What follows belongs to an exercise in optimizing a design on an open flow for small area, a short achievable clock period and few clock cycles per item; a production flow would make more cautious choices. RTL that was checked went through simulation tests only; none was proved equivalent to the original. Power and IR drop assume default switching activity.

==> flow/design.v <==
package apb4_sram_pkg;
  typedef enum logic [1:0] {
    ST_IDLE   = 2'd0,
    ST_SETUP  = 2'd1,
    ST_WAIT   = 2'd2,
    ST_ACCESS = 2'd3
  } apb_state_e;
  localparam int DEF_ADDR_W      = 32;
  localparam int DEF_DATA_W      = 32;
  localparam int DEF_DEPTH       = 64;
  localparam int DEF_WAIT_CYCLES = 2;
  localparam int WAIT_CYCLES_MAX = 15;
  localparam int CNT_W           = 4;
  function automatic logic [CNT_W-1:0] wait_load(input int cycles);
    if (cycles > WAIT_CYCLES_MAX) begin
      wait_load = CNT_W'(WAIT_CYCLES_MAX);
    end else if (cycles < 0) begin
      wait_load = {CNT_W{1'b0}};
    end else begin
      wait_load = CNT_W'(cycles);
    end
  endfunction
endpackage
module apb4_sram_mem
#(
  parameter int DATA_W = apb4_sram_pkg::DEF_DATA_W,
  parameter int DEPTH  = apb4_sram_pkg::DEF_DEPTH,
  parameter int AW     = 6
) (
  input  logic                clk,
  input  logic                rst_n,
  input  logic [AW-1:0]       addr,
  input  logic                wstart,
  input  logic [DATA_W/8-1:0] be,
  input  logic [DATA_W-1:0]   wdata,
  input  logic                re,
  output logic [DATA_W-1:0]   rdata
);
  localparam int BYTES = DATA_W / 8;
  localparam int GRP   = 8;
  localparam int NGRP  = DEPTH / GRP;
  logic [DEPTH-1:0][DATA_W-1:0] mem_r;
  logic [GRP-1:0]  sel_lo;
  logic [NGRP-1:0] sel_hi;
  always_comb begin
    for (int i = 0; i < GRP; i++) begin
      sel_lo[i] = (addr[2:0] == 3'(i));
    end
    for (int i = 0; i < NGRP; i++) begin
      sel_hi[i] = (addr[AW-1:3] == (AW-3)'(i));
    end
  end
  logic [GRP-1:0]  wsel_lo_r;
  logic [NGRP-1:0] wsel_hi_r;
  always_ff @(posedge clk or negedge rst_n) begin
    if (!rst_n) begin
      wsel_hi_r <= {NGRP{1'b0}};
    end else begin
      wsel_hi_r <= wstart ? sel_hi : {NGRP{1'b0}};
    end
  end
  always_ff @(posedge clk) begin
    wsel_lo_r <= sel_lo;
  end
  logic [DEPTH-1:0][BYTES-1:0] wen;
  for (genvar w = 0; w < DEPTH; w++) begin : g_wen
    for (genvar b = 0; b < BYTES; b++) begin : g_byte
      apb4_sram_and3 u_wen (
        .a (wsel_hi_r[w / GRP]),
        .b (wsel_lo_r[w % GRP]),
        .c (be[b]),
        .y (wen[w][b])
      );
    end
  end
  always_ff @(posedge clk) begin
    for (int w = 0; w < DEPTH; w++) begin
      for (int b = 0; b < BYTES; b++) begin
        if (wen[w][b]) begin
          mem_r[w][b*8 +: 8] <= wdata[b*8 +: 8];
        end
      end
    end
  end
  for (genvar l = 0; l < BYTES; l++) begin : g_rlane
    logic [GRP-1:0]  rsel_lo;
    logic [NGRP-1:0] rsel_hi;
    apb4_sram_rdec u_dec (.addr (addr), .re (re), .lo (rsel_lo), .hi (rsel_hi));
    for (genvar i = 0; i < 8; i++) begin : g_rbit
      localparam int B = l*8 + i;
      logic [NGRP-1:0] grp;
      for (genvar g = 0; g < NGRP; g++) begin : g_grp
        logic [GRP-1:0] col;
        for (genvar k = 0; k < GRP; k++) begin : g_col
          assign col[k] = mem_r[g*GRP + k][B];
        end
        apb4_sram_andor8 u_lo (.a (col), .s (rsel_lo), .y (grp[g]));
      end
      apb4_sram_andor8 u_hi (.a (grp), .s (rsel_hi), .y (rdata[B]));
    end
  end
endmodule
module apb4_sram_andor8 (
  input  logic [7:0] a,
  input  logic [7:0] s,
  output logic       y
);
  assign y = |(a & s);
endmodule
module apb4_sram_and3 (
  input  logic a,
  input  logic b,
  input  logic c,
  output logic y
);
  assign y = a && b && c;
endmodule
module apb4_sram_rdec (
  input  logic [5:0] addr,
  input  logic       re,
  output logic [7:0] lo,
  output logic [7:0] hi
);
  always_comb begin
    for (int i = 0; i < 8; i++) begin
      lo[i] = (addr[2:0] == 3'(i));
      hi[i] = re && (addr[5:3] == 3'(i));
    end
  end
endmodule
module apb4_sram_slave
#(
  parameter int ADDR_W      = apb4_sram_pkg::DEF_ADDR_W,
  parameter int DATA_W      = apb4_sram_pkg::DEF_DATA_W,
  parameter int DEPTH       = apb4_sram_pkg::DEF_DEPTH,
  parameter int WAIT_CYCLES = 0
) (
  input  logic                pclk,
  input  logic                presetn,
  input  logic                psel,
  input  logic                penable,
  input  logic                pwrite,
  input  logic [ADDR_W-1:0]   paddr,
  input  logic [DATA_W-1:0]   pwdata,
  input  logic [DATA_W/8-1:0] pstrb,
  output logic [DATA_W-1:0]   prdata,
  output logic                pready,
  output logic                pslverr
);
  localparam int BYTES  = DATA_W / 8;
  localparam int OFF_W  = $clog2(BYTES);
  localparam int MEM_AW = (DEPTH > 1) ? $clog2(DEPTH) : 1;
  logic              pready_r;
  logic              pslverr_r;
  logic [DATA_W-1:0] prdata_r;
  logic [ADDR_W-1:0] word_idx_s;
  logic              err_s;
  logic              setup_s;
  logic [BYTES-1:0]  be_s;
  logic [DATA_W-1:0] mem_rdata_s;
  logic addr_ok_s;
  assign word_idx_s = paddr >> OFF_W;
  apb4_sram_addr_ok #(
    .ADDR_W (ADDR_W),
    .OFF_W  (OFF_W),
    .IDX_W  (MEM_AW)
  ) u_addr_ok (
    .addr (paddr),
    .ok   (addr_ok_s)
  );
  assign err_s = !addr_ok_s;
  always_comb begin
    be_s = pstrb;
  end
  assign setup_s = psel && !penable && !pready_r;
  always_ff @(posedge pclk or negedge presetn) begin
    if (!presetn) begin
      pready_r  <= 1'b0;
      pslverr_r <= 1'b0;
    end else begin
      pready_r  <= setup_s;
      pslverr_r <= setup_s && err_s;
    end
  end
  always_ff @(posedge pclk) begin
    prdata_r <= mem_rdata_s;
  end
  apb4_sram_mem #(
    .DATA_W (DATA_W),
    .DEPTH  (DEPTH),
    .AW     (MEM_AW)
  ) u_mem (
    .clk    (pclk),
    .rst_n  (presetn),
    .addr   (word_idx_s[MEM_AW-1:0]),
    .wstart (setup_s && pwrite && !err_s),
    .be     (be_s),
    .wdata  (pwdata),
    .re     (!err_s),
    .rdata  (mem_rdata_s)
  );
  assign prdata  = prdata_r;
  assign pready  = pready_r;
  assign pslverr = pslverr_r;
endmodule
module apb4_sram_addr_ok
#(
  parameter int ADDR_W = 32,
  parameter int OFF_W  = 2,
  parameter int IDX_W  = 6
) (
  input  logic [ADDR_W-1:0] addr,
  output logic              ok
);
  assign ok = (addr[OFF_W-1:0] == '0) && (addr[ADDR_W-1:OFF_W+IDX_W] == '0);
endmodule
==> flow/config.mk <==
export PLATFORM = sky130hd
export DESIGN_NAME = apb4_sram_slave
export DESIGN_NICKNAME = apb4_sram_slave
export VERILOG_FILES = /design/flow/design.v
export SDC_FILE = /design/flow/constraint.sdc
export NUM_CORES = 4
export LEC_CHECK = 0
export CAP_MARGIN = 20
export CORE_MARGIN = 2
export CORE_UTILIZATION = 70
export CTS_CLUSTER_DIAMETER = 100
export CTS_CLUSTER_SIZE = 30
export PLACE_DENSITY = 0.78
export SETUP_SLACK_MARGIN = 1.65
export SLEW_MARGIN = 20
export SYNTH_HIERARCHICAL = 1
export SYNTH_MINIMUM_KEEP_SIZE = 0
==> flow/constraint.sdc <==
create_clock -name core_clock -period 3.3 [get_ports {pclk}]
set_input_delay 0.6600 -clock core_clock [delete_from_list [all_inputs] [get_ports {pclk}]]
set_output_delay 0.6600 -clock core_clock [all_outputs]
set_load 0.01 [all_outputs]
run.sh (not shown) runs the stock make flow with config.mk's settings and CLKGATE_MAP_FILE= SYNTH_SCRIPT=/design/flow/synth_recipe.tcl, a recipe that flattens the netlist after the stock synthesis.
Testbench counts at the start, summed over its fixed seeds: cycles 80,000, transfers 40,000.
Next try:
--- a/flow/design.v
+++ b/flow/design.v
@@ -81,14 +81,14 @@
         end
       end
     end
   end
-  for (genvar l = 0; l < BYTES; l++) begin : g_rlane
+  for (genvar n = 0; n < DATA_W/4; n++) begin : g_rnib
     logic [GRP-1:0]  rsel_lo;
     logic [NGRP-1:0] rsel_hi;
     apb4_sram_rdec u_dec (.addr (addr), .re (re), .lo (rsel_lo), .hi (rsel_hi));
-    for (genvar i = 0; i < 8; i++) begin : g_rbit
-      localparam int B = l*8 + i;
+    for (genvar i = 0; i < 4; i++) begin : g_rbit
+      localparam int B = n*4 + i;
       logic [NGRP-1:0] grp;
       for (genvar g = 0; g < NGRP; g++) begin : g_grp
         logic [GRP-1:0] col;
         for (genvar k = 0; k < GRP; k++) begin : g_col
Effect: Setup slack loses 0.12 ns. Wire length is higher by 3.5%. Clock skew is higher by 0.0046 ns. Combinational power is higher by about 5%. Via count is higher by about 2.6%. Hold slack gains 0.055 ns. Clock power stays flat. Die area is higher by 0.82%. Non-clock buffer count is higher by 46. Sequential share of layout area is lower by 0.99 points.
No functional check of the RTL was part of the second run of this note.

## the reference run
Starts from the design.v that is shown in full above.
make LEC_CHECK=0 CAP_MARGIN=20 CORE_MARGIN=2 CORE_UTILIZATION=70 CTS_CLUSTER_DIAMETER=100 CTS_CLUSTER_SIZE=30 PLACE_DENSITY=0.78 SETUP_SLACK_MARGIN=1.5 SLEW_MARGIN=20 SYNTH_HIERARCHICAL=1 SYNTH_MINIMUM_KEEP_SIZE=0 finish   # period 3.3 ns
Testbench counts of the reference run, summed over its fixed seeds: cycles 80,000, transfers 40,000.
Edits applied to the flow inputs when going from the reference run to the trial run:
==> flow/design.v, changed modules only <==
module apb4_sram_mem
#(
  parameter int DATA_W = apb4_sram_pkg::DEF_DATA_W,
  parameter int DEPTH  = apb4_sram_pkg::DEF_DEPTH,
  parameter int AW     = 6
) (
  input  logic                clk,
  input  logic                rst_n,
  input  logic [AW-1:0]       addr,
  input  logic                wstart,
  input  logic [DATA_W/8-1:0] be,
  input  logic [DATA_W-1:0]   wdata,
  input  logic                re,
  output logic [DATA_W-1:0]   rdata
);
  localparam int BYTES = DATA_W / 8;
  localparam int GRP   = 8;
  localparam int NGRP  = DEPTH / GRP;
  logic [DEPTH-1:0][DATA_W-1:0] mem_r;
  logic [GRP-1:0]  sel_lo;
  logic [NGRP-1:0] sel_hi;
  always_comb begin
    for (int i = 0; i < GRP; i++) begin
      sel_lo[i] = (addr[2:0] == 3'(i));
    end
    for (int i = 0; i < NGRP; i++) begin
      sel_hi[i] = (addr[AW-1:3] == (AW-3)'(i));
    end
  end
  logic [GRP-1:0]  wsel_lo_r;
  logic [NGRP-1:0] wsel_hi_r;
  always_ff @(posedge clk or negedge rst_n) begin
    if (!rst_n) begin
      wsel_hi_r <= {NGRP{1'b0}};
    end else begin
      wsel_hi_r <= wstart ? sel_hi : {NGRP{1'b0}};
    end
  end
  always_ff @(posedge clk) begin
    wsel_lo_r <= sel_lo;
  end
  logic [DEPTH-1:0][BYTES-1:0] wen;
  for (genvar w = 0; w < DEPTH; w++) begin : g_wen
    for (genvar b = 0; b < BYTES; b++) begin : g_byte
      apb4_sram_and3 u_wen (
        .a (wsel_hi_r[w / GRP]),
        .b (wsel_lo_r[w % GRP]),
        .c (be[b]),
        .y (wen[w][b])
      );
    end
  end
  always_ff @(posedge clk) begin
    for (int w = 0; w < DEPTH; w++) begin
      for (int b = 0; b < BYTES; b++) begin
        if (wen[w][b]) begin
          mem_r[w][b*8 +: 8] <= wdata[b*8 +: 8];
        end
      end
    end
  end
  for (genvar l = 0; l < BYTES; l++) begin : g_rlane
    logic [GRP-1:0]  rsel_lo;
    logic [NGRP-1:0] rsel_hi;
    apb4_sram_rdec u_dec (.addr (addr), .lo (rsel_lo), .hi (rsel_hi));
    for (genvar i = 0; i < 8; i++) begin : g_rbit
      localparam int B = l*8 + i;
      logic [NGRP-1:0] grp;
      for (genvar g = 0; g < NGRP; g++) begin : g_grp
        logic [GRP-1:0] col;
        for (genvar k = 0; k < GRP; k++) begin : g_col
          assign col[k] = mem_r[g*GRP + k][B];
        end
        apb4_sram_andor8 u_lo (.a (col), .s (rsel_lo), .y (grp[g]));
      end
      apb4_sram_andor8_kill u_hi (.a (grp), .s (rsel_hi), .kill (!re), .y (rdata[B]));
    end
  end
endmodule
module apb4_sram_andor8_kill (
  input  logic [7:0] a,
  input  logic [7:0] s,
  input  logic       kill,
  output logic       y
);
  assign y = !kill && (|(a & s));
endmodule
module apb4_sram_rdec (
  input  logic [5:0] addr,
  output logic [7:0] lo,
  output logic [7:0] hi
);
  always_comb begin
    for (int i = 0; i < 8; i++) begin
      lo[i] = (addr[2:0] == 3'(i));
      hi[i] = (addr[5:3] == 3'(i));
    end
  end
endmodule
Notes after the runs:
Overall global routing resource usage came out higher on the trial run than on the reference run. Diff the trial run and the reference run: wire length lower in the reference run. The trial run had finished all stages when the layout checks came back failing, citing antenna violations. Changes observed in the trial run relative to the reference run: power dissipated in combinational cells +about 33%, average size of a mapped cell level, post-route non-filler standard cell count saw an increase, power consumed by the clock network about even, hold slack shows an increase of 0.076 ns. In the trial run, met2 wire length is higher than in the reference run. The trial run: sequential fraction of total cell area lower than the reference run. Compared the reference run against the trial run; area after synthesis within noise. Comparing the trial run and the reference run, via count is lower on the reference run. Core utilization: the trial run higher than the reference run. Summary — switching share of power, the trial run relative to the reference run: higher, by 0.89 points.
For the trial run, only the layout was checked, not whether the RTL still works.

separate check: timing with driven ports:
Ports are ideal in the flow. The routed layouts listed here were re-timed in OpenROAD.
Step 1 sets driving cells, clkbuf_16 on the clock port and buf_2 on the other inputs (assumed; they add their load-dependent delay and slew).
Step 2 times the ports against the registers' clock, not the clock port: input delays grow and output delays shrink by t, the midpoint of the rising clock arrivals with the driver on.
Three values: no drivers, after step 1, after step 2; two values: the first two.
run | shift t [ns] | slack for setup (ns) | worst setup path after step 2 | pins driven straight from the clock port
the first run of note 1 | 0.766 | 1.373 / 1.352 / 0.628 | input to register | 1
the second run of note 1 | 0.782 | 1.257 / 1.180 / 0.550 | input to register | 1
the reference run | 0.764 | 1.404 / 1.349 / 0.684 | input to register | 1
the trial run | 0.776 | 1.348 / 1.319 / 0.598 | input to register | 1
The setup slack of the trial run, which loses most, moves by -0.029 ns with the drivers and by -0.750 ns with both steps.
